What follows belongs to an exercise in optimizing a design on an open flow for small area and a short achievable clock period; a production flow would make more cautious choices.
The RTL was checked by simulation tests, not by an equivalence proof against the original design.
Power and IR drop assume default switching activity.

Setup of run A:
// cpu_top
module cpu_top (
	input  logic                               clk,
	input  logic                               rst,
	input  logic                               inst_valid,
	input  logic [cpu_pkg::word_width-1:0]     inst,
	output logic                               wb_valid,
	output logic [cpu_pkg::reg_addr_width-1:0] wb_reg,
	output logic [cpu_pkg::word_width-1:0]     wb_data,
	output logic                               out_valid,
	output logic [cpu_pkg::word_width-1:0]     out_data,
	output logic                               halted
);
Size: ~1,200 cells after synthesis, about 390 flip-flops, roughly 56 I/O pins, ~0.016 mm² of cells after synthesis.
==> flow/config.mk <==
export PLATFORM = sky130hd
export DESIGN_NAME = cpu_top
export DESIGN_NICKNAME = cpu_top
export VERILOG_FILES = /design/flow/design.v
export SDC_FILE = /design/flow/constraint.sdc
export NUM_CORES = 4
export LEC_CHECK = 0
export CAP_MARGIN = 20
export CORE_MARGIN = 2
export CORE_UTILIZATION = 65
export CTS_BUF_LIST = sky130_fd_sc_hd__clkbuf_8
export CTS_CLUSTER_DIAMETER = 50
export CTS_CLUSTER_SIZE = 20
export PLACE_DENSITY = 0.75
export SETUP_SLACK_MARGIN = 2.6
export SLEW_MARGIN = 20
==> flow/constraint.sdc <==
create_clock -name core_clock -period 5.5 [get_ports {clk}]
set_input_delay 1.1000 -clock core_clock [delete_from_list [all_inputs] [get_ports {clk}]]
set_output_delay 1.1000 -clock core_clock [all_outputs]
set_load 0.01 [all_outputs]
standard.sh (not shown) runs the stock make flow with config.mk's settings and CLKGATE_MAP_FILE= SYNTH_SCRIPT=/design/flow/synth_recipe.tcl, a recipe that flattens the netlist after the stock synthesis.
==> flow/flow/run.sh <==
#!/bin/bash
export CUSTOM_ABC_SCRIPT=$PWD/flow/abc.script
bash standard.sh ADDER_MAP_FILE= "BUFFER_PORTS_ARGS=-buffer_cell sky130_fd_sc_hd__buf_2" "CTS_ARGS=-sink_clustering_enable -repair_clock_nets -buf_list sky130_fd_sc_hd__clkbuf_8 -sink_clustering_size 20 -sink_clustering_max_diameter 50 -dont_use_dummy_load" SYNTH_SCRIPT=$PWD/flow/synth_custom.tcl finish > standard.log 2>&1
==> flow/flow/abc.script <==
&get -n
&st
&dch
&nf -R 20
&put
buffer -c
topo
stime -c
upsize -c
dnsize -c
==> flow/flow/synth_custom.tcl <==
# The standard synthesis script (synth_recipe.tcl), with one change:
# the ABC mapping step uses flow/abc.script in place of ORFS's speed script.
# Registers are mapped before ABC runs, so they are the same as the
# standard synthesis's.
proc synth {args} { yosys synth -nofsm -noshare {*}$args }
proc abc {args} {
  set i [lsearch -exact $args -script]
  if {$i >= 0} { lset args [expr {$i + 1}] $::env(CUSTOM_ABC_SCRIPT) }
  yosys abc {*}$args
}
source $::env(SCRIPTS_DIR)/synth.tcl
# left out here: clear keep_hierarchy, flatten, clean up, hide names made inside functions, write 1_2_yosys.v
Run A: all stages complete, timing, DRC and antenna checks passed
Changes in run B relative to run A:
- an added TNS_END_PERCENT of 20
==> flow/flow/run.sh <==
#!/bin/bash
export CUSTOM_ABC_SCRIPT=$PWD/flow/abc.script
bash standard.sh ADDER_MAP_FILE= "BUFFER_PORTS_ARGS=-buffer_cell sky130_fd_sc_hd__buf_4" SYNTH_SCRIPT=$PWD/flow/synth_custom.tcl finish > standard.log 2>&1
Notes after the runs:
In terms of number of instances in the placed design, run B and run A differ only marginally. Looking only at via count, and setting everything else aside, the higher value of run A and run B goes to run A. Hold slack: run A vs run B — no meaningful difference. When run B is set beside run A, its growth of design area from synthesis to finish turns out to be 0.66 points larger. Looking at switching share of total power, run B sits above run A. Run A ended up with sky130_fd_sc_hd__edfxtp_1 as its cell type of the slowest stage on the worst timing path; run B ended up with sky130_fd_sc_hd__a22oi_1. [run B] number of gates given a new drive strength after cts fell 20 relative to run A. Compared with run A, run B shows clock power higher by 29%. Cells: run B has fewer instances than run A. Comparing run A and run B, the higher fraction of area in registers was measured on run A.
The following lists how run C was set up differently from run B:
- CTS_CLUSTER_SIZE no longer set, was 20
- CTS_BUF_LIST no longer set, was sky130_fd_sc_hd__clkbuf_8
- CTS_CLUSTER_DIAMETER no longer set, was 50
- TNS_END_PERCENT no longer set, was 20
==> flow/flow/run.sh <==
#!/bin/bash
export CUSTOM_ABC_SCRIPT=$PWD/flow/abc.script
bash standard.sh ADDER_MAP_FILE= "BUFFER_PORTS_ARGS=-buffer_cell sky130_fd_sc_hd__buf_4" "CTS_ARGS=-sink_clustering_enable -repair_clock_nets -buf_list sky130_fd_sc_hd__clkbuf_16 -sink_clustering_size 30 -sink_clustering_max_diameter 60 -dont_use_dummy_load" SYNTH_SCRIPT=$PWD/flow/synth_custom.tcl finish > standard.log 2>&1
--- a/flow/flow/abc.script
+++ b/flow/flow/abc.script
@@ -4 +4 @@
-&nf -R 20
+&nf -R 30
Notes after the runs:
Run C completed end to end with timing, DRC and antenna clean. The capturing element of the worst setup path comes out u_id_ex_reg.ex_line[0]$_SDFF_PP0_ in one run and u_id_ex_reg.ex_line[5]$_SDFF_PP0_ in the other, namely in run B and run C respectively. When run C is set beside run B, its met1 track demand over resource turns out to be 1.1 points smaller. Summary — final critical-path share of the clock period, run C relative to run B: lower, by 0.40 points. Final design instance area without fill: run C better than run B. | parity-gate share of the synthesized area counting xor and xnor cells | higher: run C |.
## Diff of input files: run D against run C
- CTS_CLUSTER_SIZE newly set to 20
- CTS_CLUSTER_DIAMETER newly set to 50
- CTS_BUF_LIST newly set to sky130_fd_sc_hd__clkbuf_8
==> flow/flow/run.sh <==
#!/bin/bash
export CUSTOM_ABC_SCRIPT=$PWD/flow/abc.script
bash standard.sh ADDER_MAP_FILE= "BUFFER_PORTS_ARGS=-buffer_cell sky130_fd_sc_hd__buf_4" SYNTH_SCRIPT=$PWD/flow/synth_custom.tcl finish > standard.log 2>&1
--- a/flow/flow/abc.script
+++ b/flow/flow/abc.script
@@ -4 +4 @@
-&nf -R 30
+&nf -R 20
For post-synth design cell area, run D and run C come out practically identical. The setup total negative slack was comparable across run D and run C. Switching fraction of total power: run D vs run C up 1.5 points. Met3 track demand over resource in global routing delta for run D relative to run C: 0.47 points higher. [compare] base=run C new=run D: initial standard-cell utilization of the core closely matched the old numbers, non-filler instance count after layout +2.5%, clock group share of total power saw an increase, combinational cell fraction of total power went down by 0.3 points.


cpu_top, a different RTL version from the one above (not shown whole).
Size: ~400 flip-flops, about 17000 µm² of cells after synthesis.
==> flow/config.mk <==
export PLATFORM = sky130hd
export DESIGN_NAME = cpu_top
export DESIGN_NICKNAME = cpu_top
export VERILOG_FILES = /design/flow/design.v
export SDC_FILE = /design/flow/constraint.sdc
export NUM_CORES = 4
export LEC_CHECK = 0
export CAP_MARGIN = 5
export CORE_MARGIN = 2
export CORE_UTILIZATION = 60
export PLACE_DENSITY = 0.7
export SETUP_SLACK_MARGIN = 2.6
export SLEW_MARGIN = 5
==> flow/constraint.sdc <==
create_clock -name core_clock -period 5.5 [get_ports {clk}]
set_input_delay 1.1000 -clock core_clock [delete_from_list [all_inputs] [get_ports {clk}]]
set_output_delay 1.1000 -clock core_clock [all_outputs]
set_load 0.01 [all_outputs]
==> flow/flow/run.sh <==
#!/bin/bash
export CUSTOM_ABC_SCRIPT=$PWD/flow/abc.script
bash standard.sh ADDER_MAP_FILE= "BUFFER_PORTS_ARGS=-buffer_cell sky130_fd_sc_hd__buf_4" "CTS_ARGS=-sink_clustering_enable -repair_clock_nets -buf_list sky130_fd_sc_hd__clkbuf_8 -sink_clustering_size 20 -sink_clustering_max_diameter 50 -dont_use_dummy_load" SYNTH_SCRIPT=$PWD/flow/synth_custom.tcl finish > standard.log 2>&1
==> flow/flow/abc.script <==
&get -n
&st
&dch
&nf -R 20
&put
buffer -c
topo
stime -c
upsize -c
dnsize -c
Scripts as last shown in full above: flow/flow/synth_custom.tcl
Change:
- CAP_MARGIN: 5 -> 20
- CORE_UTILIZATION: 60 -> 65
- PLACE_DENSITY: 0.7 -> 0.75
- SLEW_MARGIN: 5 -> 20
Outcome: The changed run produced a clean layout. Global-route usage rose by 1.8 points. Combinational power decreases slightly. Total power falls slightly. Area after synthesis does not change. Die area went down by a little under a tenth. First-iteration DRC count came out higher by a few percent. Utilization went up by 4.6 points. Fmax drops slightly. Routed wire length went down slightly.

## what the ideal ports hide
Ports are ideal in the flow. The routed layouts listed here were re-timed in OpenROAD.
Step 1: set_driving_cell puts a clkbuf_16 on clk and a buf_2 on each other input, an assumption about the parent block.
Step 2 times the ports against the registers' clock, not the clock port: input delays grow and output delays shrink by t, the midpoint of the rising clock arrivals with the driver on.
Slacks: ideal / step 1 / step 2; pairs: ideal / step 1.
run	shift t [ns]	setup slack, ns	worst hold slack (ns)	clock arrival spread, ns	worst register clock-pin slew, ns
run A	0.586	2.230 / 2.230 / 1.795	0.409 / 0.409 / 0.409	0.050 / 0.051	0.12 / 0.12
run B	0.599	2.255 / 2.255 / 1.876	0.411 / 0.411 / 0.411	0.031 / 0.031	0.12 / 0.12
run C	0.591	2.277 / 2.277 / 2.090	0.377 / 0.377 / 0.377	0.071 / 0.071	0.10 / 0.10
run D	0.605	2.345 / 2.345 / 1.910	0.411 / 0.411 / 0.411	0.034 / 0.034	0.11 / 0.11
the first run of note 2	0.592	2.672 / 2.672 / 2.116	0.394 / 0.394 / 0.394	0.059 / 0.059	0.11 / 0.11
the second run of note 2	0.583	2.620 / 2.643 / 2.060	0.411 / 0.411 / 0.411	0.077 / 0.076	0.12 / 0.12
After both steps every run listed still meets setup and hold. For the second run of note 2, which loses most, drivers alone change the setup slack by +0.023 ns; drivers and shift together by -0.560 ns.
